This design comes from an exercise in tuning for small area, a short achievable clock period and few clock cycles per item on the open sky130 flow, not from production work.
Function was checked by simulation only, so behaviour that the tests miss may differ from the original.
Power is estimated from default activity; no workload was simulated.

## flow/run.sh

```bash
#!/bin/bash
# Layout flow: the standard ORFS flow (standard.sh: same synthesis,
# floorplan, power grid, placement, clock tree and routing, same settings),
# except that the port buffers are the small sky130_fd_sc_hd__buf_2 instead
# of the cell buffer_ports picks by itself. ORFS's own logs stay under
# orfs/logs; the make output goes to logs_own/orfs.log.
set -euo pipefail
mkdir -p logs_own
sed -e 's|"\${@:-finish}"|BUFFER_PORTS_ARGS="-buffer_cell sky130_fd_sc_hd__buf_2" "${@:-finish}"|' \
  standard.sh > logs_own/own_standard.sh
grep -q 'BUFFER_PORTS_ARGS' logs_own/own_standard.sh
bash logs_own/own_standard.sh > logs_own/orfs.log 2>&1
```

## standard.sh

```bash
#!/bin/bash
# synth_recipe.tcl (not shown) runs the flow's synth.tcl, then flattens the netlist and writes it again
# the make line also repeats each setting of config.mk as NAME=value (left out here)
make -C /OpenROAD-flow-scripts/flow DESIGN_CONFIG=/design/flow/config.mk WORK_HOME=/design/flow/orfs CLKGATE_MAP_FILE= SYNTH_SCRIPT=/design/flow/synth_recipe.tcl "${@:-finish}"
```

## config.mk

```make
export PLATFORM = sky130hd
export DESIGN_NAME = weighted_random_neighbor_pick
export DESIGN_NICKNAME = weighted_random_neighbor_pick
export VERILOG_FILES = /design/flow/design.v
export SDC_FILE = /design/flow/constraint.sdc
export NUM_CORES = 4
export LEC_CHECK = 0
export ABC_AREA = 1
export CAP_MARGIN = 10
export CORE_MARGIN = 2
export CORE_UTILIZATION = 55
export CTS_BUF_LIST = sky130_fd_sc_hd__clkbuf_4
export PLACE_DENSITY = 0.7
export SETUP_SLACK_MARGIN = 5
export SLEW_MARGIN = 10
```

## constraint.sdc

```tcl
create_clock -name core_clock -period 11.0 [get_ports {clk}]
set_input_delay 2.2000 -clock core_clock [delete_from_list [all_inputs] [get_ports {clk}]]
set_output_delay 2.2000 -clock core_clock [all_outputs]
set_load 0.01 [all_outputs]
```

## design.v

```verilog
`default_nettype none
package wrnp_pkg;
  localparam int SITE_W = 8;
  localparam int CFG_W  = 16;
  localparam int RV_W   = 31;
  localparam int E_W    = 18;    
  localparam int WGT_W  = 17;    
  localparam int TOT_W  = 20;    
  localparam int SRT_W  = 23;    
  localparam logic [CFG_W-1:0] MAXD_RESET = 16'd255;
endpackage
`default_nettype wire
`default_nettype none
module wrnp_ram (
  input  wire logic                          clk,
  input  wire logic                          rst,
  input  wire logic                          we,
  input  wire logic [4:0]                    idx,
  input  wire logic                          nonempty,
  input  wire logic                          target_valid,
  input  wire logic                          upd,
  input  wire logic [2:0]                    upd_k,
  input  wire logic [wrnp_pkg::E_W-1:0]      val,
  output logic      [5:0]                    ne,
  output logic      [6*wrnp_pkg::E_W-1:0]    e,
  output logic      [wrnp_pkg::WGT_W-1:0]    e8,
  output logic                               tv16,
  output logic      [6:0]                    pos,     
  output logic      [6:0]                    le1
);
  localparam int EW = wrnp_pkg::E_W;
  function automatic logic [2:0] slot_of(input logic [4:0] i);
    case (i)
      5'd2:    slot_of = 3'd0;
      5'd3:    slot_of = 3'd1;
      5'd4:    slot_of = 3'd2;
      5'd12:   slot_of = 3'd3;
      5'd13:   slot_of = 3'd4;
      5'd14:   slot_of = 3'd5;
      5'd8:    slot_of = 3'd6;
      default: slot_of = 3'd7;
    endcase
  endfunction
  logic [2:0] k;
  assign k = upd ? upd_k : slot_of(idx);
  logic val_pos, val_le1;
  assign val_pos = !val[EW-1] && (val[EW-2:0] != '0);
  assign val_le1 =  val[EW-1] || (val[EW-2:1] == '0);
  always_ff @(posedge clk) begin
    if (rst) begin
      ne   <= '0;
      e    <= {6{EW'(wrnp_pkg::MAXD_RESET)}};
      e8   <= wrnp_pkg::WGT_W'(wrnp_pkg::MAXD_RESET);
      tv16 <= 1'b0;
      pos  <= '1;
      le1  <= '0;
    end else if (we || upd) begin
      for (int j = 0; j < 6; j++) begin
        if (k == 3'(j)) begin
          e[j*EW +: EW] <= val;
          pos[j] <= val_pos;
          le1[j] <= val_le1;
          if (!upd)
            ne[j] <= nonempty;
        end
      end
      if (k == 3'd6) begin
        e8     <= val[wrnp_pkg::WGT_W-1:0];
        pos[6] <= val_pos;
        le1[6] <= val_le1;
      end
      if (we && idx == 5'd16)
        tv16 <= target_valid;
    end
  end
endmodule
`default_nettype wire
`default_nettype none
module wrnp_div (
  input  wire logic [21:0] t,
  input  wire logic [19:0] d,
  input  wire logic [21:0] c1,
  input  wire logic        neg1,
  output logic      [19:0] rem_out
);
  logic [22:0] c2, c3;
  logic [22:0] x, y, z, cs, cc;
  assign c2 = {1'b0, t} + ~{2'b00, d, 1'b0} + 23'd1;
  assign x  = {1'b0, t};
  assign y  = ~{2'b00, d, 1'b0};
  assign z  = ~{3'b000, d};
  assign cs = x ^ y ^ z;
  assign cc = {((x[21:0] & y[21:0]) | (x[21:0] & z[21:0]) | (y[21:0] & z[21:0])), 1'b0};
  assign c3 = cs + cc + 23'd2;
  always_comb begin
    if (!c3[22])
      rem_out = c3[19:0];
    else if (!c2[22])
      rem_out = c2[19:0];
    else if (!neg1)
      rem_out = c1[19:0];
    else
      rem_out = t[19:0];
  end
endmodule
`default_nettype wire
`default_nettype none
module weighted_random_neighbor_pick (
  input  wire logic                              clk,
  input  wire logic                              rst,
  input  wire logic                              in_valid,
  output logic                                   in_ready,
  input  wire logic                              mode,
  input  wire logic [4:0]                        entry_index,
  input  wire logic                              entry_nonempty,
  input  wire logic [15:0]                       entry_distance,
  input  wire logic [15:0]                       entry_active,
  input  wire logic                              entry_target_valid,
  input  wire logic [wrnp_pkg::SITE_W-1:0]       start_site,
  input  wire logic                              at_node,
  input  wire logic                              uniform_weights,
  input  wire logic [wrnp_pkg::RV_W-1:0]         random_value,
  output logic                                   out_valid,
  input  wire logic                              out_ready,
  output logic      [wrnp_pkg::SITE_W-1:0]       next_site,
  output logic                                   moved,
  input  wire logic                              cfg_we,
  input  wire logic [wrnp_pkg::CFG_W-1:0]        cfg_wdata
);
  localparam int WW = wrnp_pkg::WGT_W;
  localparam int EW = wrnp_pkg::E_W;
  localparam int S_T = 0;    
  localparam int S_D = 1;    
  localparam int S_P = 2;    
  localparam int S_F = 3;    
  logic        s0_valid;
  logic        s0_mode;
  logic [38:0] s0_d;
  logic [3:0]  st;            
  logic        room;
  logic        adv;
  logic        load;
  logic        cfg_busy;
  logic [2:0]  ck;
  logic [15:0] maxd;          
  logic [15:0] b_app;         
  logic        cfg_pend;      
  logic [19:0] wq;            
  logic        p_fast;        
  assign adv      = (st == 4'd0) || ((st[S_F] || p_fast) && room);
  assign in_ready = !cfg_busy && !cfg_pend && (!s0_valid || adv);
  assign load     = adv && s0_valid;
  always_ff @(posedge clk) begin
    if (rst)
      s0_valid <= 1'b0;
    else if (in_ready)
      s0_valid <= in_valid;
    if (in_ready || cfg_we) begin
      s0_mode <= mode;
      if (cfg_we)
        s0_d <= {23'd0, cfg_wdata};
      else if (mode)
        s0_d <= {1'b0, uniform_weights, at_node, |start_site[7:4], start_site[3:0], random_value};
      else
        s0_d <= {entry_target_valid, entry_nonempty, entry_active, entry_distance, entry_index};
    end
  end
  logic [4:0]  s0_idx;
  logic [3:0]  s0_site;
  logic        s0_sinv, s0_node, s0_uni;
  logic [30:0] s0_rv;
  assign s0_idx  = s0_d[4:0];
  assign s0_rv   = s0_d[30:0];
  assign s0_site = s0_d[34:31];
  assign s0_sinv = s0_d[35];
  assign s0_node = s0_d[36];
  assign s0_uni  = s0_d[37];
  logic [5:0]      t_ne;
  logic [6*EW-1:0] t_e;
  logic [WW-1:0]   t_e8;
  logic            t_tv16;
  logic [EW-1:0]   t_val;
  logic [6:0]      t_pos, t_le1;
  logic            wr;
  assign wr = load && !s0_mode;
  logic [2:0]    rd_code;
  logic [EW-1:0] rd_e;
  always_comb begin
    rd_e = {1'b0, t_e8};
    for (int k = 0; k < 6; k++)
      if (rd_code == 3'(k)) rd_e = t_e[k*EW +: EW];
  end
  always_comb begin
    logic [EW-1:0] x, y, z, cs_s, cs_c;
    if (cfg_busy) begin
      x = wq[EW-1:0];
      y = {2'b00, maxd};
      z = ~{2'b00, b_app};
    end else if (s0_mode) begin
      x = t_tv16 ? {2'b00, maxd} : '0;
      y = s0_node ? {1'b0, t_e8} : '0;
      z = '1;
    end else begin
      x = {2'b00, maxd};
      y = {2'b00, s0_d[36:21]};
      z = (s0_idx == 5'd8) ? '1 : ~{2'b00, s0_d[20:5]};
    end
    cs_s  = x ^ y ^ z;
    cs_c  = {((x[EW-2:0] & y[EW-2:0]) | (x[EW-2:0] & z[EW-2:0]) | (y[EW-2:0] & z[EW-2:0])), 1'b1};
    t_val = cs_s + cs_c;
  end
  wrnp_ram u_table (
    .clk          (clk),
    .rst          (rst),
    .we           (wr),
    .idx          (s0_idx),
    .nonempty     (s0_d[37]),
    .target_valid (s0_d[38]),
    .upd          (cfg_busy && ck != 3'd0),
    .upd_k        (ck - 3'd1),
    .val          (t_val),
    .ne           (t_ne),
    .e            (t_e),
    .e8           (t_e8),
    .tv16         (t_tv16),
    .pos          (t_pos),
    .le1          (t_le1)
  );
  always_ff @(posedge clk) begin
    if (rst) begin
      cfg_busy <= 1'b0;
      cfg_pend <= 1'b0;
      ck       <= 3'd0;
      maxd     <= wrnp_pkg::MAXD_RESET;
      b_app    <= wrnp_pkg::MAXD_RESET;
    end else begin
      if (cfg_we)
        cfg_pend <= 1'b1;
      if (cfg_busy) begin
        ck <= ck + 3'd1;
        if (ck == 3'd7) begin
          cfg_busy <= 1'b0;
          b_app    <= maxd;
        end
      end else if (cfg_pend) begin
        cfg_busy <= 1'b1;
        ck       <= 3'd0;
        maxd     <= s0_d[15:0];
        if (!cfg_we)
          cfg_pend <= 1'b0;
      end
    end
  end
  logic [5:0] e_pos, e_le1;
  logic       e8_pos, e8_le1, b_pos, b_le1;
  always_comb begin
    e_pos  = t_pos[5:0];
    e_le1  = t_le1[5:0];
    e8_pos = t_pos[6];
    e8_le1 = t_le1[6];
    b_pos  = (maxd != '0);
    b_le1  = (maxd[15:1] == '0);
  end
  function automatic logic [2:0] slot_code(input logic [3:0] site, input logic [1:0] j);
    logic [11:0] c;
    case (site)
      4'd2:    c = {3'd5, 3'd4, 3'd6, 3'd2};
      4'd3:    c = {3'd5, 3'd4, 3'd3, 3'd6};
      4'd4:    c = {3'd4, 3'd3, 3'd6, 3'd0};
      4'd12:   c = {3'd5, 3'd6, 3'd2, 3'd1};
      4'd13:   c = {3'd6, 3'd2, 3'd1, 3'd0};
      4'd14:   c = {3'd3, 3'd6, 3'd1, 3'd0};
      default: c = '0;
    endcase
    slot_code = c[j*3 +: 3];
  endfunction
  function automatic logic is_listed(input logic [3:0] site);
    is_listed = (site == 4'd2) || (site == 4'd3) || (site == 4'd4) ||
                (site == 4'd12) || (site == 4'd13) || (site == 4'd14);
  endfunction
  function automatic logic [4:0] slot_flags(input logic [3:0] site, input logic node,
                                            input logic [5:0] fe, input logic f8,
                                            input logic f16);
    logic [4:0] m;
    for (int j = 0; j < 4; j++) begin
      logic [2:0] c;
      c = slot_code(site, 2'(j));
      m[j] = (c == 3'd6) ? (node & f8) : fe[c];
    end
    m[4] = f16;
    slot_flags = m;
  endfunction
  logic [4:0] listed5;         
  always_comb begin
    for (int j = 0; j < 4; j++)
      listed5[j] = (slot_code(s0_site, 2'(j)) != 3'd6);
    listed5[4] = 1'b0;
  end
  logic       is_trio, is_s0;
  logic [4:0] nz5, le5;
  assign is_trio = is_listed(s0_site);
  assign is_s0   = (s0_site == 4'd0);
  assign nz5 = slot_flags(s0_site, s0_node, e_pos, e8_pos, t_tv16 & b_pos);
  assign le5 = ~slot_flags(s0_site, s0_node, ~e_le1, ~e8_le1, t_tv16 & !b_le1);
  function automatic logic [1:0] res3(input logic [6:0] a);
    logic [1:0] r;
    r = 2'd0;
    for (int i = 0; i < 128; i++)
      if (a == 7'(i)) r = 2'(i % 3);
    res3 = r;
  endfunction
  function automatic logic [2:0] res5(input logic [6:0] a);
    logic [2:0] r;
    r = 3'd0;
    for (int i = 0; i < 128; i++)
      if (a == 7'(i)) r = 3'(i % 5);
    res5 = r;
  endfunction
  function automatic logic [6:0] nibsum(input logic [30:0] v);
    logic [31:0] w;
    w = {1'b0, v};
    nibsum = (7'(5'(w[3:0]) + 5'(w[7:4])) + 7'(5'(w[11:8]) + 5'(w[15:12]))) +
             (7'(5'(w[19:16]) + 5'(w[23:20])) + 7'(5'(w[27:24]) + 5'(w[31:28])));
  endfunction
  logic [5:0] smask;
  logic [6:0] coh;        
  logic       is_small;
  always_comb begin
    if (is_s0)
      smask = t_ne;
    else
      smask = {1'b0, nz5};
    coh = 7'd1;
    for (int i = 0; i < 6; i++)
      if (smask[i]) coh = {coh[5:0], 1'b0};
    is_small = is_s0 || s0_uni || (le5 == 5'b11111) || coh[0] || coh[1];
  end
  function automatic logic [4:0] small_side(input logic [3:0] site, input logic [5:0] m,
                                            input logic [6:0] r15, input logic [1:0] r4);
    logic [6:0] c;
    logic [2:0] sr, sj;
    logic [5:0] roh;
    logic [1:0] m3;
    logic [2:0] m5;
    c = 7'd1;
    for (int i = 0; i < 6; i++)
      if (m[i]) c = {c[5:0], 1'b0};
    m3 = res3(r15);
    m5 = res5(r15);
    sr = 3'd0;
    if (c[2]) sr = {2'b00, r4[0]};
    if (c[3]) sr = {1'b0, m3};
    if (c[4]) sr = {1'b0, r4};
    if (c[5]) sr = m5;
    if (c[6]) begin
      case ({r4[0], m3})
        3'b0_00: sr = 3'd0;
        3'b1_01: sr = 3'd1;
        3'b0_10: sr = 3'd2;
        3'b1_00: sr = 3'd3;
        3'b0_01: sr = 3'd4;
        default: sr = 3'd5;
      endcase
    end
    roh = 6'd0;
    for (int i = 0; i < 6; i++)
      if (sr == 3'(i)) roh[i] = 1'b1;
    sj = 3'd0;
    for (int i = 0; i < 6; i++) begin
      if (m[i] && roh[0])
        sj = 3'(i);
      if (m[i])
        roh = {1'b0, roh[5:1]};
    end
    small_side = slot_side(site, sj);
  endfunction
  function automatic logic [4:0] slot_side(input logic [3:0] site, input logic [2:0] j);
    logic [4:0] s;
    s = 5'd16;
    case (site)
      4'd0:  case (j) 3'd0: s = 5'd2;  3'd1: s = 5'd3;  3'd2: s = 5'd4;
                      3'd3: s = 5'd12; 3'd4: s = 5'd13; default: s = 5'd14; endcase
      4'd2:  case (j) 3'd0: s = 5'd4;  3'd1: s = 5'd8;  3'd2: s = 5'd13; 3'd3: s = 5'd14; default: s = 5'd16; endcase
      4'd3:  case (j) 3'd0: s = 5'd8;  3'd1: s = 5'd12; 3'd2: s = 5'd13; 3'd3: s = 5'd14; default: s = 5'd16; endcase
      4'd4:  case (j) 3'd0: s = 5'd2;  3'd1: s = 5'd8;  3'd2: s = 5'd12; 3'd3: s = 5'd13; default: s = 5'd16; endcase
      4'd12: case (j) 3'd0: s = 5'd3;  3'd1: s = 5'd4;  3'd2: s = 5'd8;  3'd3: s = 5'd14; default: s = 5'd16; endcase
      4'd13: case (j) 3'd0: s = 5'd2;  3'd1: s = 5'd3;  3'd2: s = 5'd4;  3'd3: s = 5'd8;  default: s = 5'd16; endcase
      4'd14: case (j) 3'd0: s = 5'd2;  3'd1: s = 5'd3;  3'd2: s = 5'd8;  3'd3: s = 5'd12; default: s = 5'd16; endcase
      default: s = 5'd16;
    endcase
    slot_side = s;
  endfunction
  logic [3:0]  j_site;
  logic [4:0]  j_nz;          
  logic        j_small;       
  logic [4:0]  rm;            
  logic [21:0] rr;            
  logic [30:0] rq;            
  logic [4:0]  nsh;           
  logic [3:0]  cnt;
  logic [7:0]  res_site;
  logic        res_moved;
  logic [2:0]    jn, jn2;
  logic          rm_last;     
  logic          rm_two;      
  logic [2:0]    wj_n;        
  logic [EW-1:0] wj;
  logic [3:0]    wsite;
  logic          wj_none;     
  always_comb begin
    logic [4:0] rest;
    jn = 3'd4;
    for (int i = 3; i >= 0; i--)
      if (rm[i]) jn = 3'(i);
    rest = rm & ~(5'd1 << jn);
    jn2 = 3'd4;
    for (int i = 3; i >= 0; i--)
      if (rest[i]) jn2 = 3'(i);
    rm_last = (rest == 5'd0);
    rm_two  = !rm_last && ((rest & (rest - 5'd1)) == 5'd0);
  end
  always_comb begin
    wj_n = 3'd4;
    wj_none = 1'b0;
    if (st == 4'd0 || st[S_F] || p_fast) begin
      wsite = s0_site;
      wj_none = ((nz5 & listed5) == 5'd0);
      for (int i = 3; i >= 0; i--)
        if (nz5[i] && listed5[i]) wj_n = 3'(i);
    end else if (st[S_D]) begin
      wsite = j_site;
      for (int i = 3; i >= 0; i--)
        if (j_nz[i]) wj_n = 3'(i);
    end else begin
      wsite = j_site;
      wj_n  = jn2;
      wj_none = rm_last;
    end
    rd_code = cfg_busy ? ck : slot_code(wsite, wj_n[1:0]);
    if (cfg_busy)
      wj = rd_e;
    else if (wj_none)
      wj = '0;
    else if (wj_n[2])
      wj = {2'b00, maxd};
    else
      wj = rd_e[EW-1] ? '0 : {1'b0, rd_e[WW-1:0]};
  end
  logic [21:0] t4;
  logic [22:0] a_sum;
  logic [21:0] a_y;
  logic        a_neg;
  logic        a_sub;
  logic [21:0] a_a, a_b;
  assign t4 = {rr[19:0], rq[30:29]};
  always_comb begin
    a_sub = !st[S_T];
    a_a   = st[S_D] ? t4 : rr;
    a_b   = {2'b00, wq};
    a_sum = {1'b0, a_a} + {1'b0, a_sub ? ~a_b : a_b} + 23'(a_sub);
    a_y   = a_sum[21:0];
    a_neg = a_sub && !a_sum[22];
  end
  logic [19:0] div_rem;
  logic [4:0] lz;
  always_comb begin
    lz = 5'd0;
    for (int i = 0; i < 20; i++)
      if (a_y[i]) lz = 5'(19 - i);
  end
  logic [19:0] sh_in, sh_out;
  always_comb begin
    sh_in  = st[S_T] ? a_y[19:0] : {2'b00, wj};
    sh_out = sh_in << (st[S_T] ? lz : nsh);
  end
  logic [1:0] jpad;
  logic [3:0] ncnt;
  always_comb begin
    jpad = {1'b0, lz[0]};
    ncnt = 4'(5'd5 + ((lz + 5'd1) >> 1));
  end
  wrnp_div u_div (
    .t       (t4),
    .d       (wq),
    .c1      (a_y),
    .neg1    (a_neg),
    .rem_out (div_rem)
  );
  logic       push;
  logic [7:0] push_site;
  logic       push_moved;
  assign p_fast     = st[S_P] && (rm_last || rm_two);
  assign push       = (st[S_F] || p_fast) && room;
  always_comb begin
    if (st[S_P]) begin
      push_site  = {3'b000, slot_side(j_site, (rm_last || a_neg) ? jn : jn2)};
      push_moved = 1'b1;
    end else if (j_small) begin
      push_site  = {3'b000, small_side(j_site, rr[14:9], rr[6:0], rr[8:7])};
      push_moved = 1'b1;
    end else begin
      push_site  = res_site;
      push_moved = res_moved;
    end
  end
  logic go_div;
  assign go_div = s0_mode && !s0_sinv && is_trio && !is_small;
  always_ff @(posedge clk) begin
    if (rst) begin
      st <= 4'd0;
    end else if (adv) begin
      if (!s0_valid)
        st <= 4'd0;
      else if (go_div)
        st <= 4'd1 << S_T;
      else
        st <= 4'd1 << S_F;
    end else begin
      if (st[S_T] && rm_last) st <= 4'd1 << S_D;
      if (st[S_D] && cnt == 4'd0) st <= 4'd1 << S_P;
      if (st[S_P] && (rm_last || rm_two || a_neg)) st <= 4'd1 << S_F;
    end
  end
  always_ff @(posedge clk) begin
    if (load) begin
      j_site  <= s0_site;
      j_nz    <= nz5;
      j_small <= s0_mode && !s0_sinv && (is_s0 || is_trio) && smask != 6'd0 && !go_div;
      rm      <= nz5 & listed5;
      rr      <= go_div ? 22'(t_val) : {7'd0, smask, s0_rv[1:0], nibsum(s0_rv)};
      rq      <= s0_rv;
      wq      <= 20'(wj);
      res_moved <= 1'b0;
      if (!s0_mode)
        res_site <= 8'd0;
      else if (s0_sinv)
        res_site <= 8'hFF;
      else
        res_site <= {4'h0, s0_site};
    end else begin
      if (st[S_T]) begin
        rm <= rm & ~(5'd1 << jn);
        if (!rm_last) begin
          rr <= a_y;
          wq <= 20'(wj);
        end else begin
          nsh <= lz;
          wq  <= sh_out;
          cnt <= ncnt;
          case (jpad)
            2'd1:    begin rr <= 22'(rq[30:13]); rq <= {rq[12:0], 18'd0}; end
            2'd2:    begin rr <= 22'(rq[30:14]); rq <= {rq[13:0], 17'd0}; end
            default: begin rr <= 22'(rq[30:12]); rq <= {rq[11:0], 19'd0}; end
          endcase
        end
      end
      if (st[S_D]) begin
        cnt <= cnt - 4'd1;
        rq  <= {rq[28:0], 2'b00};
        rr  <= 22'(div_rem);
        if (cnt == 4'd0) begin
          rm <= j_nz;
          wq <= sh_out;
        end
      end
      if (st[S_P]) begin
        if (rm_last || rm_two || a_neg) begin
          res_site  <= {3'b000, slot_side(j_site, (a_neg || rm_last) ? jn : jn2)};
          res_moved <= 1'b1;
        end else begin
          rr <= a_y;
          rm <= rm & ~(5'd1 << jn);
          wq <= sh_out;
        end
      end
      if (st == 4'd0 && cfg_busy)
        wq <= 20'(wj);
    end
  end
  logic       sk_valid;
  logic [7:0] sk_site;
  logic       sk_moved;
  assign room = !sk_valid;
  always_ff @(posedge clk) begin
    if (rst) begin
      out_valid <= 1'b0;
      sk_valid  <= 1'b0;
    end else if (!out_valid || out_ready) begin
      if (sk_valid) begin
        out_valid <= 1'b1;
        sk_valid  <= 1'b0;
      end else begin
        out_valid <= push;
      end
    end else if (push) begin
      sk_valid <= 1'b1;
    end
    if (!out_valid || out_ready) begin
      if (sk_valid) begin
        next_site <= sk_site;
        moved     <= sk_moved;
      end else begin
        next_site <= push_site;
        moved     <= push_moved;
      end
    end
    if (push) begin
      sk_site  <= push_site;
      sk_moved <= push_moved;
    end
  end
endmodule
`default_nettype wire
```

==> impl.org, run 1 <==
** Run status
- The flow ran to the end and the layout has no timing, DRC or antenna violations.

** Drt
- The final layout contains routed wiring with a total length of 97.5 mm.
- Drt pass-1 iters :: 10
- Detailed-route vias per instance :: approximately 6.1
- After detailed routing, the average wire length per cell comes to 20.9 microns.
- Drt initial violations :: roughly 3400
- DRC violations left :: 0
- In this run the remaining antenna-violating nets after routing total 0.
- The detailed router placed 28500 vias in this run.

** Logic synthesis
- When the netlist entered floorplanning its net count stood at roughly 4100.
- The synthesized netlist devotes 25.8% of its cell area to compound gates.
- Post-synthesis cell count :: about 3800
- Yosys top cell area share :: approximately 18%
- Dominant synthesized flop cell :: sky130_fd_sc_hd__dfxtp_1
- Number of flops mapped to enable cells by yosys :: 110
- Proportion of register bits with asynchronous set or reset after synthesis :: 0%
- Of the total synthesized cell area, the portion taken by XOR and XNOR cells is 2.57%.
- After synthesis, the largest family of logic cells by area is compound AO/OA/AOI/OAI gates.
- After synthesis the netlist holds a flip-flop and latch count of ~350.
- Combined area of all synthesized cells :: 26900 sq um
- Dominant cells by area after synthesis :: sky130_fd_sc_hd__dfxtp_1, sky130_fd_sc_hd__edfxtp_1, sky130_fd_sc_hd__nand2_1
- Yosys warning count :: 3
- Mean post-synth cell area :: 7.03 sq um
- Cell type contributing the most total cell area after synthesis :: sky130_fd_sc_hd__dfxtp_1
- Part of the Yosys area used for sequential elements :: 30.0%
- Cell variety after synth :: 79
- Of the total synthesized cell area, the portion taken by AND, OR, NAND and NOR gates is between 20% and 30%.
- Summing the areas of all fa, ha and maj instances in the mapped netlist gives 10.1% of the synthesized area.
- Portion of netlist area occupied by mux cells :: 0.344%

** STA
- Hold violation count in the final report :: 0
- Min cycle time layout :: 5.77 ns
- Post-route worst hold slack :: 0.459 ns
- In the final timing run, aggregate negative setup slack is 0 ns.
- Headroom to the max-slew limit came out at between 20% and 30%.
- Unrepaired setup endpoints after global routing :: yes
- The final number of max-transition violations came to 0.
- Portion of the clock cycle consumed by the worst path in the final layout :: between 50% and 60%
- Clock skew on the completed layout was measured at about 0.089 ns.
- Maximum operating frequency :: about 170 MHz
- Setup violations remaining at the end of the flow were counted as 0.
- Actual transition at the worst max-transition pin :: 1.11 ns

** GRT
- First-pass GRT wire length :: between 100 and 150 mm
- Final global-route overflow total :: 0
- Global routing used 37.4% of the available tracks.
- Number of antenna violations at the first check in global routing :: 2
- Entering global routing, the biggest net connects 71 pins.
- Via count of the first global-routing pass :: 25800

** Placed design
- Final HPWL DP :: 71.7 mm
- Routability-driven placement finished with a final weighted congestion of 1.04.
- Number of buffers inserted by port buffering :: roughly 110

** Clocking
- Hold-fix buffers, CTS :: 0
- TritonCTS sink count :: 348
- In this run the number of H-tree levels came out at 3.
- The later pin in the worst-skew pair is clocked with a latency of 0.88 ns.
- CTS clk-pin slew, worst paths :: 0.07 ns
- Root Buffer Master :: sky130_fd_sc_hd__clkbuf_4
- Clock buffer count from CTS :: 95
- Clock Tree Buf Depth :: 3
- TritonCTS built the clock tree.

** Setup path
- STA classifies the critical path startpoint as a flop.
- The largest single stage delay on the critical path is 0.56 ns.
- Type of element capturing the critical path :: flop
- For the worst setup path, the data required time is roughly 12 ns.
- In this design, the largest share of critical-path delay is due to simple AND/OR/NAND/NOR gates.
- In this run the worst path has a maximum fanout of 14.
- For this design, the slowest cell found on the critical path is sky130_fd_sc_hd__edfxtp_1.
- Most common cell type on the critical path :: sky130_fd_sc_hd__nand2_1
- Buffering stage count on the worst path with inverters included :: 5
- At the worst endpoint, the arrival time is 6.56 ns.
- Critical path start-end classification :: reg2reg

** Power and ir drop
- In this run, flip-flops and latches consume approximately a fifth of the power.
- Share of power burned in the clock network :: between 10% and 20%
- Across the VDD grid, the largest voltage drop is 149 uV.
- Switch share :: between 50% and 60%
- Cell internal power was estimated by the tool at 3.91 mW.
- Power density cells :: between 200 and 300 nW/um^2
- In this run the static leakage power is 13.4 nW.
- Summed over all nets, the switching power comes to between 4 and 5 mW.
- Combinational logic is responsible for 65.8% of the overall power.

** Floorplanning
- Number of ports placed on the die boundary :: 113
- Die Footprint :: 50700 sq um
- Die outline width :: between 200 and 250 microns
- Die Y-Extent :: ~230 microns
- The floorplan has around 80 rows.
- The floorplan step defined a core boundary enclosing 48600 sq um.
- Initial standard-cell utilization of the core :: 55.3%

** Job
- Max-cap violations in this run came to 0.

** Cells and area
- Layout cell share with drive strength beyond 1 :: 13.3%
- The area growth from synthesis to layout is 11.7%.
- For this run, the post-layout net count is 4243.

** Min path
- In this run the worst hold path is classified as reg2reg.
## area by class of cell
class                           instances  area [sq um]
Fill cell                            4689         18600
Multi-Input combinational cell       2838         16700
Sequential cell                       348          8100
Inverter                              469          1830
Timing Repair Buffer                  206          1410
Clock buffer                          136          1020
Tap cell                              622           778
Clock inverter                         34           183
Timing Repair inverter                  3          17.5
Antenna cell                            4          10.0
## path summary, 6_finish.rpt
kind | from | end | slack, ns | depth (start not counted)
min | u_table.e[95] | u_table.e[95] | 0.46 | 2
min reg2reg | u_table.e[95] | u_table.e[95] | 0.46 | 2
max | s0_d[34] | wq[19] | 5.23 | 34
max reg2reg | s0_d[34] | wq[19] | 5.23 | 34
## cell families after synthesis
family	Yosys count
xor gates and xnor gates	79
adders and majority gates	180
buffers and inverters	644
AOI/OAI and AO/OA	1165
muxes	8
DFF	348
and+or+nand+nor	1404
## flip-flops by register name, indices dropped and copies added (netlist names), 6 cells and up
name / flops
u_table.e: 108
s0_d: 39
rq: 31
rr: 22
wq: 20
u_table.e8: 17
b_app: 16
maxd: 16
u_table.le1: 7
u_table.pos: 7
next_site: 6
res_site: 6
sk_site: 6
u_table.ne: 6
## through the flow
stage | setup WS (ns) | cell area [sq um] | power, mW | util [%] | cells
3_5_place_dp | 3.17 | 27800 | 6.89 | 57.2 | 4427
3_3_place_gp | 3.20 | 27800 | 6.88 | 57.2 | 4427
6_report | 5.23 | 30000 | 8.50 | 61.8 | 4660
5_1_grt | 4.87 | 30000 | 9.13 | 61.8 | 4657
2_1_floorplan | 5.01 | 26900 | 5.32 | - | 3828
4_1_cts | 5.00 | 29400 | 8.15 | 60.4 | 4614
## placed cells by master, fill, tap and decap left out, types with 10 or more instances in the layout
| master | instances |
|---|---|
| sky130_fd_sc_hd__dfxtp_1 | 226 |
| sky130_fd_sc_hd__edfxtp_1 | 110 |
| sky130_fd_sc_hd__fa_1 | 61 |
| sky130_fd_sc_hd__inv_1 | 421 |
| sky130_fd_sc_hd__nand4_1 | 51 |
| sky130_fd_sc_hd__clkinv_1 | 39 |
| sky130_fd_sc_hd__o22ai_1 | 33 |
| sky130_fd_sc_hd__a31oi_1 | 21 |
| sky130_fd_sc_hd__o31ai_1 | 13 |
| sky130_fd_sc_hd__a211oi_1 | 13 |
| sky130_fd_sc_hd__ha_1 | 119 |
| sky130_fd_sc_hd__nand2_2 | 24 |
| sky130_fd_sc_hd__o32ai_1 | 10 |
| sky130_fd_sc_hd__buf_2 | 112 |
| sky130_fd_sc_hd__xnor2_1 | 28 |
| sky130_fd_sc_hd__o211ai_1 | 142 |
| sky130_fd_sc_hd__xor2_1 | 46 |
| sky130_fd_sc_hd__nor2_2 | 14 |
| sky130_fd_sc_hd__inv_2 | 17 |
| sky130_fd_sc_hd__clkbuf_4 | 136 |
| sky130_fd_sc_hd__nor2_1 | 359 |
| sky130_fd_sc_hd__o21ai_1 | 58 |
| sky130_fd_sc_hd__nor3_1 | 48 |
| sky130_fd_sc_hd__o21ai_2 | 22 |
| sky130_fd_sc_hd__o21a_1 | 10 |
| sky130_fd_sc_hd__a22oi_1 | 35 |
| sky130_fd_sc_hd__a21oi_1 | 305 |
| sky130_fd_sc_hd__o221ai_1 | 32 |
| sky130_fd_sc_hd__nand2_1 | 703 |
| sky130_fd_sc_hd__buf_4 | 81 |
| sky130_fd_sc_hd__nand3_1 | 148 |
| sky130_fd_sc_hd__o21ai_0 | 395 |
## cell usage after synthesis, types with 15 or more instances
library cell	instances
sky130_fd_sc_hd__nand2_1	717
sky130_fd_sc_hd__inv_1	428
sky130_fd_sc_hd__o21ai_0	402
sky130_fd_sc_hd__nor2_1	367
sky130_fd_sc_hd__a21oi_1	309
sky130_fd_sc_hd__dfxtp_1	238
sky130_fd_sc_hd__nand3_1	154
sky130_fd_sc_hd__o211ai_1	142
sky130_fd_sc_hd__clkbuf_1	135
sky130_fd_sc_hd__ha_1	119
sky130_fd_sc_hd__edfxtp_1	110
sky130_fd_sc_hd__fa_1	61
sky130_fd_sc_hd__o21ai_1	60
sky130_fd_sc_hd__nand4_1	51
sky130_fd_sc_hd__nor3_1	50
sky130_fd_sc_hd__xor2_1	50
sky130_fd_sc_hd__a22oi_1	35
sky130_fd_sc_hd__o22ai_1	33
sky130_fd_sc_hd__o221ai_1	32
sky130_fd_sc_hd__xnor2_1	29
sky130_fd_sc_hd__a31oi_1	22
sky130_fd_sc_hd__clkinv_1	22
sky130_fd_sc_hd__inv_2	17
sky130_fd_sc_hd__buf_1	16
sky130_fd_sc_hd__o21ai_2	16
sky130_fd_sc_hd__a211oi_1	15
sky130_fd_sc_hd__buf_2	15
## layer usage
metal | global-route usage (%) | up-vias | part of all wire (%)
met5 | 0 | - | 0
met2 | 56.2 | 1702 | 43
li1 | - | 13500 | -
met1 | 50.6 | 13000 | 41
met3 | 7.41 | 341 | 10
met4 | 20.2 | 0 | 6.2
## power groups by stage
stage / registers (mW) / clock network (mW) / logic, mW
finish: 1.71 / 1.19 / 5.59
global route: 1.72 / 1.27 / 6.14
CTS: 1.70 / 1.20 / 5.25
detailed placement: 1.74 / 0 / 5.16
global placement: 1.74 / 0 / 5.15
floorplan: 1.61 / 0 / 3.71
## tightest hold or removal path, cell delays in order, from the launching register on
cell and delay (ns):
sky130_fd_sc_hd__dfxtp_1 0.32, sky130_fd_sc_hd__nand2_1 0.05, sky130_fd_sc_hd__nand3_1 0.05
## what timing repair did
action | 4_1_cts | 5_1_grt
setup endpoints to repair | 99 | 80
endpoints found under the hold margin | 0 | 0
pin swaps | 5 | 12
resized for setup | 44 | 92
gates cloned | 3 | 5
buffers inserted | 14 | 37
Testbench counts, summed over its fixed seeds: cycles 36,576, items 8,000.
==> inputs of run 2 (changes only) <==
==> flow/run.sh (replaced) <==
#!/bin/bash
# Layout flow: the standard ORFS flow (standard.sh: same synthesis,
# floorplan, power grid, placement, clock tree and routing, same settings),
# except that the port buffers are the small sky130_fd_sc_hd__buf_1 instead
# of the cell buffer_ports picks by itself. ORFS's own logs stay under
# orfs/logs; the make output goes to logs_own/orfs.log.
set -euo pipefail
mkdir -p logs_own
sed -e 's|"\${@:-finish}"|BUFFER_PORTS_ARGS="-buffer_cell sky130_fd_sc_hd__buf_1" "${@:-finish}"|' \
  standard.sh > logs_own/own_standard.sh
grep -q 'BUFFER_PORTS_ARGS' logs_own/own_standard.sh
bash logs_own/own_standard.sh > logs_own/orfs.log 2>&1
==> run 2 against run 1 <==
Effect of this change: area after synthesis did not move; largest power group unchanged; sequential share of layout area rose by 0.31 points; still clean on timing, DRC and antenna; clock skew fell by 0.0089 ns.
==> impl.org, run 2 <==
** Drt
- The sum of routed wire length over all layers was 96.0 mm (-1.5%).
- Average wire length per cell after detail routing :: 20.7 microns (-0.90%)
- Final ANT Viol Nets :: 0 (unchanged)
- Drt pass-1 iters :: 7 (-3)
- Detailed-route vias per instance :: 6.12 (-0.11%)
- Length of routed wiring on met1 :: 39.5 mm (-1.2%)
- Met2 layer wire length in the routed design :: 40.7 mm (-1.9%)
- Drt initial violations :: 3531 (+2.5%)
- The wire length on met3 is 9.78 mm (-2.4%).
- The detailed router used layers up to and including met5.
- DRC violations left :: 0 (unchanged)
- Via count :: 28300 (-0.69%)

** Power and ir drop
- Worst voltage drop across the vdd grid :: 144 uV (-3.5%)
- Sum of internal, switching and leakage power :: 8.38 mW (-1.4%)
- The leakage power figure came to 12.9 nW (-3.5%).
- Power density cells :: 282 nW/um^2 (-0.15%)

** Logic synthesis
- The summed instance area of the synthesized netlist came to 26900 sq um (unchanged).
- Post-synthesis cell count :: 3828 (unchanged)
- By count the netlist is led by sky130_fd_sc_hd__nand2_1, sky130_fd_sc_hd__inv_1, sky130_fd_sc_hd__o21ai_0.
- Part of the Yosys area used for sequential elements :: 30.0% (unchanged)
- The count of synthesis-stage warnings from yosys came to 3 (unchanged).
- Number of flops mapped to enable cells by yosys :: 110 (unchanged)
- Adder-Cell Fraction of Synth Area :: 10.1% (unchanged)
- The biggest area contributor in the post-synthesis netlist is sky130_fd_sc_hd__dfxtp_1.
- By area, the combinational part of the netlist is dominated by compound AO/OA/AOI/OAI gates.
- Xor/xnor share of the synthesized area :: 2.57% (unchanged)
- Cell variety after synth :: 79 (unchanged)
- The number of synthesized register bits was 348 (unchanged).
- The proportion of synthesized flip-flops having asynchronous set or reset was 0% (unchanged).
- The average cell area after synthesis came to 7.03 sq um (unchanged).
- The proportion of synthesized area in mux cells came to 0.344% (unchanged).
- Area fraction in and, or, nand and nor cells after synthesis :: 21.9% (unchanged)
- Yosys attributes the largest share of cell area to sky130_fd_sc_hd__dfxtp_1, sky130_fd_sc_hd__edfxtp_1, sky130_fd_sc_hd__nand2_1.
- sky130_fd_sc_hd__nand2_1 is the most common cell in the netlist.
- Post-synthesis net count :: 4110 (unchanged)
- The area share of the largest cell type after synthesis came to 17.7% (unchanged).
- The post-synthesis compound-gate area fraction was 25.8% (unchanged).
- In the synthesized netlist the dominant register cell turns out to be sky130_fd_sc_hd__dfxtp_1.

** Setup path
- The cell depth of the worst flop-to-flop path is 38 (+12%).
- The startpoint identified for the worst register-to-register timing path is s0_d[31].
- Type of element capturing the critical path :: flop
- Worst R2R Setup Slack :: 5.29 ns (+0.06 ns)
- STA classifies the critical path startpoint as a flop.
- Critical path's largest stage delay :: 0.50 ns (-0.06 ns)
- The largest fanout on the critical path is 16 (+2).
- Worst-path cell with the longest stage delay :: sky130_fd_sc_hd__edfxtp_1
- Endpoint of the most critical register-to-register path :: wq[16]
- The data arrival time of the critical path came to 6.51 ns (-0.05 ns).
- Required time worst endpoint :: 11.80 ns (about the same)
- Start point of the critical path :: s0_d[31]
- Following the worst setup path forward leads to its endpoint at wq[16].
- In this design, the critical path's most frequently occurring cell is sky130_fd_sc_hd__nand2_1.
- The critical path in this run is classified as reg2reg.

** Placed design
- The worst slack at placement was 3.01 ns (-0.157 ns).
- The count of buffers from port buffering was 112 (unchanged).
- Weighted congestion at the end of routability-driven global placement :: 1.01 (-3.3%)
- Post-DP Area :: 27700 sq um (-0.58%)
- The total placed cells including tap cells is 4424 (-0.068%).
- The post-detailed-placement half-perimeter wirelength is 71.5 mm (-0.20%).

** Cells and area
- The register with the most flip-flops in the final layout is u_table.e.
- The fraction of layout cells with a size suffix above 1 came to 10.2% (-3.1 points).
- The top cell types in the final layout, fill and taps aside, are sky130_fd_sc_hd__nand2_1, sky130_fd_sc_hd__inv_1, sky130_fd_sc_hd__o21ai_0.
- The count of nets after finishing came to 4225 (-0.42%).
- The number of filler cells placed in the layout was 4658 (-0.66%).
- Synthesis-to-layout area growth :: 10.3%
- Final design area excluding fillers :: 29700 sq um (-1.2%)
- In the final layout, the registers with the most flip-flops are u_table.e: 108 flops, s0_d: 39 flops, rq: 31 flops.
- The flip-flop count of the largest register, all copies and words added was 108 (unchanged).
- The post-route non-filler standard cell count came to 4633 (-0.58%).
- The library cell used most frequently in the layout, excluding fill and tap cells, is sky130_fd_sc_hd__nand2_1.

** Clocking
- CTS clk-pin slew, worst paths :: 0.07 ns (about the same)
- The number of CTS-inserted buffers was 92 (-3.2%).
- TritonCTS sink count :: 348 (unchanged)
- Clock tree from TritonCTS :: done
- The source-to-sink clock delay at the later pin of the worst-skew pair was 0.89 ns (about the same).
- Root Buffer Master :: sky130_fd_sc_hd__clkbuf_4
- The maximum buffer depth of the clock tree came to 3 (unchanged).
- H-tree lvl count :: 3 (unchanged)

** Floorplanning
- The effective utilization at floorplan came to 55.3% (unchanged).
- The floorplan die width is 225 microns (unchanged).
- The total die area came to 50700 sq um (unchanged).
- Number of ports placed on the die boundary :: 113 (unchanged)
- The row count was 81 (unchanged).
- The floorplan die height was 225 microns (unchanged).
- The core box area came to 48600 sq um (unchanged).

** STA
- Unrepaired setup endpoints after global routing :: no
- Final count of pins violating max slew :: 0 (unchanged)
- The final worst clock skew is 0.0804 ns (-0.00888 ns).
- Hold violation count in the final report :: 0 (unchanged)
- Minimum setup slack in the final design :: 5.29 ns (+0.0564 ns)
- Min cycle time layout :: 5.71 ns (-0.0564 ns)
- The portion of the clock cycle consumed by the worst path in the final layout came to 51.9% (-0.51 points).
- Setup_tns :: 0 ns (unchanged)
- Worst relative slew slack :: 27.0% (+3.0 points)
- Final setup violation count :: 0 (unchanged)
- The maximum frequency from static timing analysis was 175 MHz (+0.99%).
- The transition at the pin with the smallest max-transition slack came to 1.09 ns (-0.0194 ns).

** Min path
- Class of the most critical hold timing path :: reg2reg

** GRT
- Maximum number of pins on one net before global-route repair :: 113 (+59%)
- Via count of the first global-routing pass :: 25700 (-0.39%)
- First-pass GRT wire length :: 147 mm (+0.38%)
- Number of antenna violations at the first check in global routing :: 2 (unchanged)
- Final global-route overflow total :: 0 (unchanged)
- The total global-route track usage was 37.5% (+0.15 points).

** Run status
- Run status :: finished clean

** Job
- Number of max-cap violations :: 0 (unchanged)
run 2: cell counts after synthesis:
Identical to the previous run, type by type.
run 2: stage by stage:
step                hold WS [ns]  utilization [%]
finish                     0.461             61.0
floorplan                  0.429                -
global route               0.486             61.0
global placement           0.440             56.9
detailed placement         0.444             56.9
CTS                        0.461             60.0
run 2: cells by family after synthesis:
| family | after synthesis |
|---|---|
| simple gates | 1404 |
| compound gates | 1165 |
| buf+inv | 644 |
| flops | 348 |
| fa+ha+maj | 180 |
| xor+xnor | 79 |
| mux | 8 |
run 2: worst max-delay path: cells and delay by family, from the launching register on:
kind,cells,cell delay (ns)
simple gates,18,2.26
flops,1,0.50
compound gates,13,1.97
buf+inv,7,0.90
run 2: report_power, final:
part | total (mW) | switching, mW | internal, mW
combinational | 5.52 | 3.72 | 1.81
clock | 1.14 | 0.582 | 0.560
sequential | 1.72 | 0.237 | 1.48
total | 8.38 | 4.53 | 3.85
run 2: cell type report:
type / instances / area [sq um] / share of cell area [%]
inverter: 469 / 1830 / 6.17
sequential: 348 / 8090 / 27.3
timing repair buffer: 193 / 1130 / 3.81
antenna: 1 / 2.50 / 0.00843
clock buffer: 133 / 998 / 3.36
multi-input combinational: 2837 / 16700 / 56.2
tap: 622 / 778 / 2.62
clock inverter: 28 / 141 / 0.476
timing repair inverter: 2 / 12.5 / 0.0422
run 2: timing repair:
action,CTS,global route
cloned,3,2
setup buffers,21,21
setup endpoints to repair,116,105
resized for setup,42,95
endpoints found under the hold margin,0,0
hold buffers,0,0
pin swaps,6,8
run 2: worst min-delay path by stage:
stage	startpoint	to	slack (ns)	depth (start not counted)
floorplan	u_table.e[41]	u_table.e[41]	0.43	2
global placement	u_table.e[23]	u_table.e[23]	0.44	2
detailed placement	u_table.e[77]	u_table.e[77]	0.44	2
CTS	u_table.e[77]	u_table.e[77]	0.46	2
global route	b_app[11]	b_app[11]	0.49	2
finish	u_table.e[77]	u_table.e[77]	0.46	2
run 2: layer usage:
metal | track usage, % | vias to the layer above
met5 | 0 | -
met3 | 6.52 | 310
met2 | 56.1 | 1569
met1 | 50.9 | 13000
li1 | - | 13500
met4 | 22.2 | 2
==> inputs of run 3 (changes only) <==
--- a/config.mk
+++ b/config.mk
@@ -9,7 +9,7 @@
 export CAP_MARGIN = 10
 export CORE_MARGIN = 2
-export CORE_UTILIZATION = 55
+export CORE_UTILIZATION = 60
 export CTS_BUF_LIST = sky130_fd_sc_hd__clkbuf_4
-export PLACE_DENSITY = 0.7
+export PLACE_DENSITY = 0.8
 export SETUP_SLACK_MARGIN = 5
 export SLEW_MARGIN = 10
==> run 3 against run 2 <==
Effect of this change: critical path depth is 3 lower; via count rose by 1.5%; maximum frequency down 0.95%; clock skew grew 0.030 ns; count of clock-buffer cells in the layout grew 7; combinational power barely moved; flip-flop and latch count is the same; final cell count decreased by 0.19%; first-iteration DRC count grew 14%; total power up 0.40%; routed wire length down 1.6%; critical path type unchanged; largest power group unchanged; highest routed layer is now met4.
==> impl.org, run 3 <==
** STA
- Unrepaired setup endpoints after global routing :: yes
- The final worst clock skew came to 0.110 ns (+0.0299 ns).
- The final number of max-transition violations came to 0 (unchanged).
- Maximum operating frequency :: 173 MHz (-0.95%)
- Hold violation count in the final report :: 0 (unchanged)
- The post-route worst hold slack is 0.463 ns (+0.00218 ns).
- Setup_tns :: 0 ns (unchanged)
- The relative slew slack is 28.8% (+1.8 points).
- The worst setup margin was 5.23 ns (-0.0548 ns).
- The portion of the clock cycle consumed by the worst path in the final layout came to 52.4% (+0.50 points).
- Final setup violation count :: 0 (unchanged)
- Actual transition at the worst max-transition pin :: 1.07 ns (-0.0273 ns)
- Min cycle time layout :: 5.77 ns (+0.0548 ns)

** Logic synthesis
- Number of flops mapped to enable cells by yosys :: 110 (unchanged)
- sky130_fd_sc_hd__nand2_1 is the most common cell in the netlist.
- The proportion of synthesized flip-flops having asynchronous set or reset is 0% (unchanged).
- Compound-cell area share of the yosys netlist :: 25.8% (unchanged)
- Adder-Cell Fraction of Synth Area :: 10.1% (unchanged)
- The count of synthesis-stage warnings from yosys came to 3 (unchanged).
- Part of the Yosys area used for sequential elements :: 30.0% (unchanged)
- The cell count after synthesis came to 3828 (unchanged).
- The number of synthesized register bits came to 348 (unchanged).
- By area, the combinational part of the netlist is dominated by compound AO/OA/AOI/OAI gates.
- The area share of the largest cell type after synthesis came to 17.7% (unchanged).
- Leading cell types by count after synthesis :: sky130_fd_sc_hd__nand2_1, sky130_fd_sc_hd__inv_1, sky130_fd_sc_hd__o21ai_0
- The synthesized-area fraction occupied by xor and xnor cells came to 2.57% (unchanged).
- Dominant synthesized flop cell :: sky130_fd_sc_hd__dfxtp_1
- Post-synthesis net count :: 4110 (unchanged)
- The area fraction in and, or, nand and nor cells after synthesis came to 21.9% (unchanged).
- Cell variety after synth :: 79 (unchanged)
- Dominant cells by area after synthesis :: sky130_fd_sc_hd__dfxtp_1, sky130_fd_sc_hd__edfxtp_1, sky130_fd_sc_hd__nand2_1
- Portion of netlist area occupied by mux cells :: 0.344% (unchanged)
- The summed instance area of the synthesized netlist was 26900 sq um (unchanged).
- The average cell area after synthesis came to 7.03 sq um (unchanged).
- The synthesized design spends more area on one cell type than any other, namely sky130_fd_sc_hd__dfxtp_1.

** Setup path
- STA classifies the critical path startpoint as a flop.
- Required time worst endpoint :: 11.80 ns (about the same)
- In this run the critical register-to-register path is launched from rq[29].
- Most common cell type on the critical path :: sky130_fd_sc_hd__nand2_1
- Worst-path cell with the longest stage delay :: sky130_fd_sc_hd__o21ai_1
- The maximum single-stage delay on the critical path came to 0.57 ns (+0.07 ns).
- Critical path start-end classification :: reg2reg
- Top fanout value on the critical path :: 42 (+26)
- Type of element capturing the critical path :: flop
- Start point of the critical path :: rq[29]
- Critical path data arrival time :: 6.56 ns (+0.05 ns)

** Floorplanning
- Initial standard-cell utilization of the core :: 60.8% (+5.5 points)
- The floorplan die width came to 216 microns (-4.2%).
- The floorplan die height came to 216 microns (-4.2%).
- Die Footprint :: 46500 sq um (-8.2%)
- The core box area was 44200 sq um (-9.1%).
- Site row count :: 77 (-4.9%)
- Number of ports placed on the die boundary :: 113 (unchanged)

** Drt
- The via count came to 28800 (+1.5%).
- The remaining routing DRC violations was 0 (unchanged).
- Detailed-route vias per instance :: 6.22 (+1.7%)
- Drt initial violations :: 4013 (+14%)
- The detail-routed net length per standard cell came to 20.4 microns (-1.4%).
- The number of nets with antenna violations after routing came to 0 (unchanged).
- Final wirelength :: 94.5 mm (-1.6%)
- Drt pass-1 iters :: 6 (-1)

** Placed design
- The worst slack at placement was 3.21 ns (+0.199 ns).
- Final HPWL DP :: 69.5 mm (-2.8%)
- Weighted congestion at the end of routability-driven global placement :: 1.04 (+2.8%)
- Number of buffers inserted by port buffering :: 112 (unchanged)
- The total placed instance area was 27600 sq um (about the same).

** GRT
- The number of global-route vias before repair was 26600 (+3.7%).
- Number of antenna violations at the first check in global routing :: 2 (unchanged)
- The largest net degree at the start of global routing came to 94 (-17%).
- Final global-route overflow total :: 0 (unchanged)
- The total global-route track usage came to 39.8% (+2.2 points).
- First-pass GRT wire length :: 146 mm (-0.79%)

** Clocking
- The maximum buffer depth of the clock tree came to 3 (unchanged).
- Root Buffer Master :: sky130_fd_sc_hd__clkbuf_4
- TritonCTS sink count :: 348 (unchanged)
- The source-to-sink clock delay at the later pin of the worst-skew pair is 0.89 ns (about the same).
- CTS clk-pin slew, worst paths :: 0.07 ns (about the same)
- Hold-fix buffers, CTS :: 0 (unchanged)
- The H-tree depth is 3 (unchanged).
- Clock tree from TritonCTS :: done
- The number of CTS-inserted buffers is 93 (+1.1%).

** Cells and area
- Largest registers :: u_table.e: 108 flops, s0_d: 39 flops, rq: 31 flops
- Commonest non-fill, non-tap cell in the layout :: sky130_fd_sc_hd__nand2_1
- Counting flops per register, the top entry is u_table.e.
- Most frequent cells in the layout :: sky130_fd_sc_hd__nand2_1, sky130_fd_sc_hd__inv_1, sky130_fd_sc_hd__o21ai_0
- The count of nets after finishing is 4238 (+0.31%).
- The flip-flop count of the largest register, all copies and words added was 108 (unchanged).
- The fraction of layout cells with a size suffix above 1 came to 10.4% (+0.20 points).
- Compared with the post-synthesis result, the final layout area differs by 10.9%.
- Final design area excluding fillers :: 29800 sq um (+0.52%)

** Min path
- Class of the most critical hold timing path :: reg2reg
- Worst min-delay path startpoint :: u_table.e[41]

** Power and ir drop
- The overall power consumption came to 8.41 mW (+0.40%).
- Power density cells :: 282 nW/um^2 (-0.12%)
- Worst voltage drop across the vdd grid :: 200 uV (+39%)
- The leakage power figure came to 13.0 nW (+1.1%).

** Run status
- The flow ran to the end and the layout has no timing, DRC or antenna violations.

** Job
- The reported max-cap violation count is 0 (unchanged).
==> run 3: changes by cell type in the layout (fill, tap and decap cells not counted), moves of 5 or more <==
cell	previous run	this run
sky130_fd_sc_hd__clkbuf_4	133	140
sky130_fd_sc_hd__inv_1	416	421
sky130_fd_sc_hd__o21ai_2	20	25
sky130_fd_sc_hd__buf_4	71	83
sky130_fd_sc_hd__o21ai_1	58	52
==> run 3: what timing repair did <==
action                     4_1_cts  5_1_grt
setup endpoints to repair      102       80
gates cloned                     2        3
buffers inserted                14       38
pin swaps                        2       15
hold endpoints to repair         0        0
resized for setup               38       94
==> run 3: worst max-delay path, delay by kind of cell, from the launching register on <==
family                     cells  cell delay [ns]
DFF                            1             0.38
buffers and inverters          7             1.10
AOI/OAI and AO/OA             16             2.62
and+or+nand+nor               11             1.11
adders and majority gates      1             0.46
==> run 3: power by group <==
part	leakage [nW]	switching [mW]	internal, mW
sequential	3.03	0.236	1.48
clock	0.719	0.587	0.607
combinational	9.27	3.68	1.82
total	13.0	4.51	3.91
==> run 3: final timing paths <==
kind                            depth (start not counted)            end  slack (ns)
worst min register to register                          2  u_table.e[41]        0.46
worst max register to register                         35          rr[2]        5.23
worst max-delay path                                   35          rr[2]        5.23
worst min-delay path                                    2  u_table.e[41]        0.46
==> run 3: area by class of cell <==
cell class | count | area, sq um
inverters | 469 | 1820
clock inverters | 29 | 158
repair buffers | 207 | 1300
flip-flops and latches | 348 | 8090
diodes | 2 | 5.00
repair inverters | 1 | 7.51
fillers | 3890 | 14400
clock buffers | 140 | 1050
multi-input cells | 2836 | 16700
well taps | 592 | 741
==> run 3: layer usage <==
| metal | global-route usage [%] | vias to the layer above | share of wire, % |
|---|---|---|---|
| met5 | 0 | - | 0 |
| met4 | 24.7 | 0 | 7.1 |
| met3 | 9.22 | 397 | 12 |
| met2 | 59.9 | 1895 | 42 |
| met1 | 51.8 | 13000 | 39 |
| li1 | - | 13500 | - |
==> run 3: kinds of logic (layout without fill, tap and decap cells) <==
group | after synthesis | after routing
other | 0 | 2
and+or+nand+nor | 1404 | 1404
muxes | 8 | 8
buffers and inverters | 644 | 846
xor gates and xnor gates | 79 | 79
DFF | 348 | 348
AOI/OAI and AO/OA | 1165 | 1165
adders and majority gates | 180 | 180
==> run 3: metrics by stage <==
step	utilization (%)	instances
floorplan	-	3828
global placement	62.5	4396
detailed placement	62.5	4396
CTS	65.9	4581
global route	67.5	4623
finish	67.5	4624
==> inputs of run 4 (changes only) <==
--- a/design.v
+++ b/design.v
@@ -144,5 +144,5 @@
   logic [2:0]  ck;
   logic [15:0] maxd;          
-  logic [15:0] b_app;         
+  logic        cph;           
   logic        cfg_pend;      
   logic [19:0] wq;            
@@ -195,6 +195,6 @@
     if (cfg_busy) begin
       x = wq[EW-1:0];
-      y = {2'b00, maxd};
-      z = ~{2'b00, b_app};
+      y = cph ? {2'b00, maxd} : '0;
+      z = cph ? '1 : ~{2'b00, maxd};
     end else if (s0_mode) begin
       x = t_tv16 ? {2'b00, maxd} : '0;
@@ -231,7 +231,7 @@
       cfg_busy <= 1'b0;
       cfg_pend <= 1'b0;
+      cph      <= 1'b0;
       ck       <= 3'd0;
       maxd     <= wrnp_pkg::MAXD_RESET;
-      b_app    <= wrnp_pkg::MAXD_RESET;
     end else begin
       if (cfg_we)
@@ -240,13 +240,17 @@
         ck <= ck + 3'd1;
         if (ck == 3'd7) begin
-          cfg_busy <= 1'b0;
-          b_app    <= maxd;
+          if (!cph) begin
+            cph  <= 1'b1;
+            maxd <= s0_d[15:0];
+            if (!cfg_we)
+              cfg_pend <= 1'b0;
+          end else begin
+            cfg_busy <= 1'b0;
+          end
         end
       end else if (cfg_pend) begin
         cfg_busy <= 1'b1;
+        cph      <= 1'b0;
         ck       <= 3'd0;
-        maxd     <= s0_d[15:0];
-        if (!cfg_we)
-          cfg_pend <= 1'b0;
       end
     end
==> flow/run.sh (replaced) <==
#!/bin/bash
# Layout flow: the standard ORFS flow (standard.sh: same synthesis,
# floorplan, power grid, placement, clock tree and routing, same settings),
# except that the port buffers are the small sky130_fd_sc_hd__buf_2 instead
# of the cell buffer_ports picks by itself. ORFS's own logs stay under
# orfs/logs; the make output goes to logs_own/orfs.log.
set -euo pipefail
mkdir -p logs_own
sed -e 's|"\${@:-finish}"|BUFFER_PORTS_ARGS="-buffer_cell sky130_fd_sc_hd__buf_2" "${@:-finish}"|' \
  standard.sh > logs_own/own_standard.sh
grep -q 'BUFFER_PORTS_ARGS' logs_own/own_standard.sh
bash logs_own/own_standard.sh > logs_own/orfs.log 2>&1
--- a/config.mk
+++ b/config.mk
@@ -9,7 +9,7 @@
 export CAP_MARGIN = 10
 export CORE_MARGIN = 2
-export CORE_UTILIZATION = 60
+export CORE_UTILIZATION = 55
 export CTS_BUF_LIST = sky130_fd_sc_hd__clkbuf_4
-export PLACE_DENSITY = 0.8
+export PLACE_DENSITY = 0.7
 export SETUP_SLACK_MARGIN = 5
 export SLEW_MARGIN = 10
==> run 4 against run 3 <==
Effect of this change: core utilization shrank 4.1 points; sequential share of layout area fell by 1.1 points; count of clock-buffer cells in the layout down 11; maximum frequency decreased by 1.5%; die area rose by 6.3%; area after synthesis is 2.4% lower; combinational power grew 1%; critical endpoint is now wq[16]; largest cell class unchanged.
==> impl.org, run 4 <==
** GRT
- First-pass GRT wire length :: 155 mm (+6.0%)
- Met2 usage :: 61.4% (+1.5 points)
- The number of global-route vias before repair is 27200 (+2.3%).
- The met1 track demand over resource in global routing is 52.4% (+0.62 points).
- Gr usage total :: 40.0% (+0.22 points)
- The largest net degree at the start of global routing came to 111 (+18%).
- The initial antenna violation count came to 4 (+2).
- The global-route track usage on met3 was 7.64% (-1.6 points).
- Busiest layer in global routing :: met2
- The total congestion overflow is 0 (unchanged).

** Cells and area
- The count of nets after finishing is 4203 (-0.83%).
- Area of the multi-input gates :: 16700 sq um (about the same)
- Synthesis-to-layout area growth :: 14.4%
- Layout cell share with drive strength beyond 1 :: 15.5% (+5.1 points)
- Area used by sequential logic in the layout :: 7810 sq um (-3.5%)
- Ranked by flip-flop count, first place goes to u_table.e.
- Commonest non-fill, non-tap cell in the layout :: sky130_fd_sc_hd__nand2_1
- Most frequent cells in the layout :: sky130_fd_sc_hd__nand2_1, sky130_fd_sc_hd__inv_1, sky130_fd_sc_hd__o21ai_0
- Flip-flop count of the largest register, all copies and words added :: 108 (unchanged)
- The number of filler cells placed in the layout came to 4317 (+11%).
- Largest registers :: u_table.e: 108 flops, s0_d: 39 flops, rq: 31 flops

** Power and ir drop
- Power density cells :: 280 nW/um^2 (-0.86%)
- The leakage power figure came to 13.4 nW (+2.5%).
- Worst voltage drop across the vdd grid :: 155 uV (-23%)

** Logic synthesis
- Among all flip-flop cells after synthesis, the most frequent one is sky130_fd_sc_hd__dfxtp_1.
- Cell variety after synth :: 71 (-10%)
- By count the netlist is led by sky130_fd_sc_hd__nand2_1, sky130_fd_sc_hd__inv_1, sky130_fd_sc_hd__nor2_1.
- Number of synthesized register bits :: 333 (-4.3%)
- Cell with the most instances after synthesis :: sky130_fd_sc_hd__nand2_1
- The sequential share of the synthesized area is 29.6% (-0.40 points).
- The number of synthesized flops with an enable pin is 110 (unchanged).
- Proportion of register bits with asynchronous set or reset after synthesis :: 0% (unchanged)
- Cell type contributing the most total cell area after synthesis :: sky130_fd_sc_hd__dfxtp_1
- The area share of the largest cell type after synthesis is 17.0% (-0.71 points).
- Post-synthesis net count :: 4040 (-1.7%)
- The cell count after synthesis was 3757 (-1.9%).
- Dominant cells by area after synthesis :: sky130_fd_sc_hd__dfxtp_1, sky130_fd_sc_hd__edfxtp_1, sky130_fd_sc_hd__nand2_1
- Yosys warning count :: 3 (unchanged)
- The average cell area after synthesis was 6.99 sq um (-0.57%).
- The summed instance area of the synthesized netlist is 26300 sq um (-2.4%).

** Floorplanning
- The floorplan die height is 222 microns (+3.1%).
- The core box area came to 47400 sq um (+7.3%).
- The effective utilization at floorplan was 55.3% (-5.5 points).
- Die Footprint :: 49500 sq um (+6.3%)
- Die outline width :: 222 microns (+3.1%)
- Number of ports placed on the die boundary :: 113 (unchanged)
- The row count came to 80 (+3.9%).

** Clocking
- The maximum buffer depth of the clock tree is 3 (unchanged).
- The H-tree depth came to 3 (unchanged).
- The clock-pin slew reported for the worst setup and hold paths after clock tree synthesis was 0.07 ns (about the same).
- Worst skew pair latency :: 0.87 ns (-0.02 ns)
- CTS placed an instance of sky130_fd_sc_hd__clkbuf_4 at the clock tree root.
- The number of CTS-inserted buffers came to 90 (-3.2%).
- The number of clock sinks was 333 (-4.3%).
- Clock tree from TritonCTS :: done

** Drt
- DRC violations left :: 0 (unchanged)
- The via count was 29300 (+1.8%).
- The number of nets with antenna violations after routing is 0 (unchanged).
- Average wire length per cell after detail routing :: 22.4 microns (+9.8%)
- Detailed-route vias per instance :: 6.34 (+1.9%)
- The number of search-and-repair iterations in the first detailed-routing pass is 10 (+4).
- Drt initial violations :: 3821 (-4.8%)
- Final wirelength :: 104 mm (+9.6%)

** Setup path
- Required time worst endpoint :: 11.78 ns (-0.02 ns)
- The worst setup path is captured at a flop.
- Critical path data arrival time :: 6.64 ns (+0.08 ns)
- Top fanout value on the critical path :: 8 (-81%)
- On the critical path, the stage with the largest delay is an instance of sky130_fd_sc_hd__edfxtp_1.
- Critical path start-end classification :: reg2reg
- Launching element type of the critical path :: flop
- The maximum single-stage delay on the critical path was 0.57 ns (about the same).

** Run status
- Run status :: finished clean

** STA
- Unrepaired setup endpoints after global routing :: yes
- Actual transition at the worst max-transition pin :: 1.21 ns (+0.142 ns)
- The relative slew slack was 19.4% (-9.4 points).
- The accumulated negative setup slack came to 0 ns (unchanged).
- Final Skew :: 0.0626 ns (-0.0477 ns)
- The number of endpoints failing setup at the final stage was 0 (unchanged).
- Maximum operating frequency :: 171 MHz (-1.5%)
- The final number of max-transition violations was 0 (unchanged).
- The portion of the clock cycle consumed by the worst path in the final layout came to 53.2% (+0.82 points).
- Hold violation count in the final report :: 0 (unchanged)
- The final critical-path required period came to 5.86 ns (+0.0905 ns).
- Post-route worst hold slack :: 0.454 ns (-0.00940 ns)

** Placed design
- Weighted congestion at the end of routability-driven global placement :: 1.02 (-1.5%)
- Number of buffers inserted by port buffering :: 112 (unchanged)
- The post-detailed-placement half-perimeter wirelength is 75.7 mm (+8.9%).

** Job
- Number of max-cap violations :: 0 (unchanged)

** Min path
- Class of the most critical hold timing path :: reg2reg
## run 4: cell count changes after synthesis, moves of 15 or more
cell and delta:
sky130_fd_sc_hd__o211ai_1 -27, sky130_fd_sc_hd__o21ai_1 -24, sky130_fd_sc_hd__dfxtp_1 -15, sky130_fd_sc_hd__nor2_1 +17
sky130_fd_sc_hd__o21ai_0 -24, sky130_fd_sc_hd__nand2_1 -17
## run 4: worst paths after layout
path         depth (start not counted)             to          start  slack [ns]
max                                 36         wq[16]       s0_d[34]        5.14
min                                  2  u_table.e[62]  u_table.e[62]        0.45
max reg2reg                         36         wq[16]       s0_d[34]        5.14
min reg2reg                          2  u_table.e[62]  u_table.e[62]        0.45
## run 4: critical path: cells and delay by family (launching register included)
family                 cells  cell delay, ns
DFF                        1            0.57
and+or+nand+nor           14            1.75
AOI/OAI and AO/OA         16            2.71
buffers and inverters      6            0.72
## run 4: timing repair
action | CTS | global route
hold buffers | 0 | 0
pin swaps | 3 | 36
endpoints found under the setup margin | 84 | 68
gates resized for setup | 56 | 180
setup buffers | 23 | 69
cloned | 4 | 8
## run 4: cell type report
cell class	instances	share of cell area, %
timing repair inverter	6	0.142
clock buffer	129	3.22
multi-input combinational	2789	55.4
antenna	7	0.0583
tap	615	2.56
timing repair buffer	242	5.91
inverter	458	5.91
clock inverter	38	0.762
sequential	333	26.0
## run 4: cells by family after synthesis
| family | synth area share (%) |
|---|---|
| simple gates | 22.1 |
| xor+xnor | 2.83 |
| flops | 29.6 |
| fa+ha+maj | 10.4 |
| compound gates | 25.4 |
| buf+inv | 9.31 |
| mux | 0.458 |
## run 4: routing by layer
metal	up-vias	share of wire [%]
met5	-	0
met4	0	6.7
met3	404	11
met2	1918	44
met1	13600	39
li1	13300	-
## run 4: report_power, final
part / internal, mW / switching [mW]
logic: 1.87 / 3.71
registers: 1.43 / 0.222
clock network: 0.595 / 0.577
## run 4: per-stage QoR
stage	util [%]	std cells	setup slack [ns]	cell area (sq um)	total power [mW]
after CTS	60.6	4533	5.00	28700	7.86
after detailed placement	57.2	4339	3.14	27100	6.58
after global placement	57.2	4339	3.28	27100	6.45
after global routing	63.3	4615	4.90	30000	8.97
final	63.3	4617	5.14	30000	8.40
after floorplan	-	3757	5.13	26300	5.04
Testbench counts of run 4, summed over its fixed seeds: cycles 36,832, items 8,000.

-- re-timing with driven ports --
The results above use ideal ports. As a check the final layouts listed here were re-extracted and re-timed, cells and wires unchanged. Step 1: set_driving_cell puts a clkbuf_16 on clk and a buf_2 on each other input, an assumption about the parent block. Step 2 adds t to the input delays and takes it off the output delays; t is the mean of the earliest and latest rising clock arrival at the registers after step 1. Input paths then give back, and output paths get back, about the clock's delay inside the block. a / b / c = ideal / step 1 / step 2; a / b = the first two.
run | shift t [ns] | setup slack, ns | clock arrival spread, ns | pins driven straight from the clock port
run 1 | 0.885 | 5.233 / 5.233 / 5.233 | 0.090 / 0.091 | 1
run 2 | 0.901 | 5.289 / 5.289 / 5.289 | 0.081 / 0.081 | 1
run 3 | 0.889 | 5.235 / 5.235 / 5.235 | 0.110 / 0.111 | 1
run 4 | 0.891 | 5.144 / 5.144 / 5.144 | 0.064 / 0.064 | 1
After both steps every run listed still meets setup and hold.
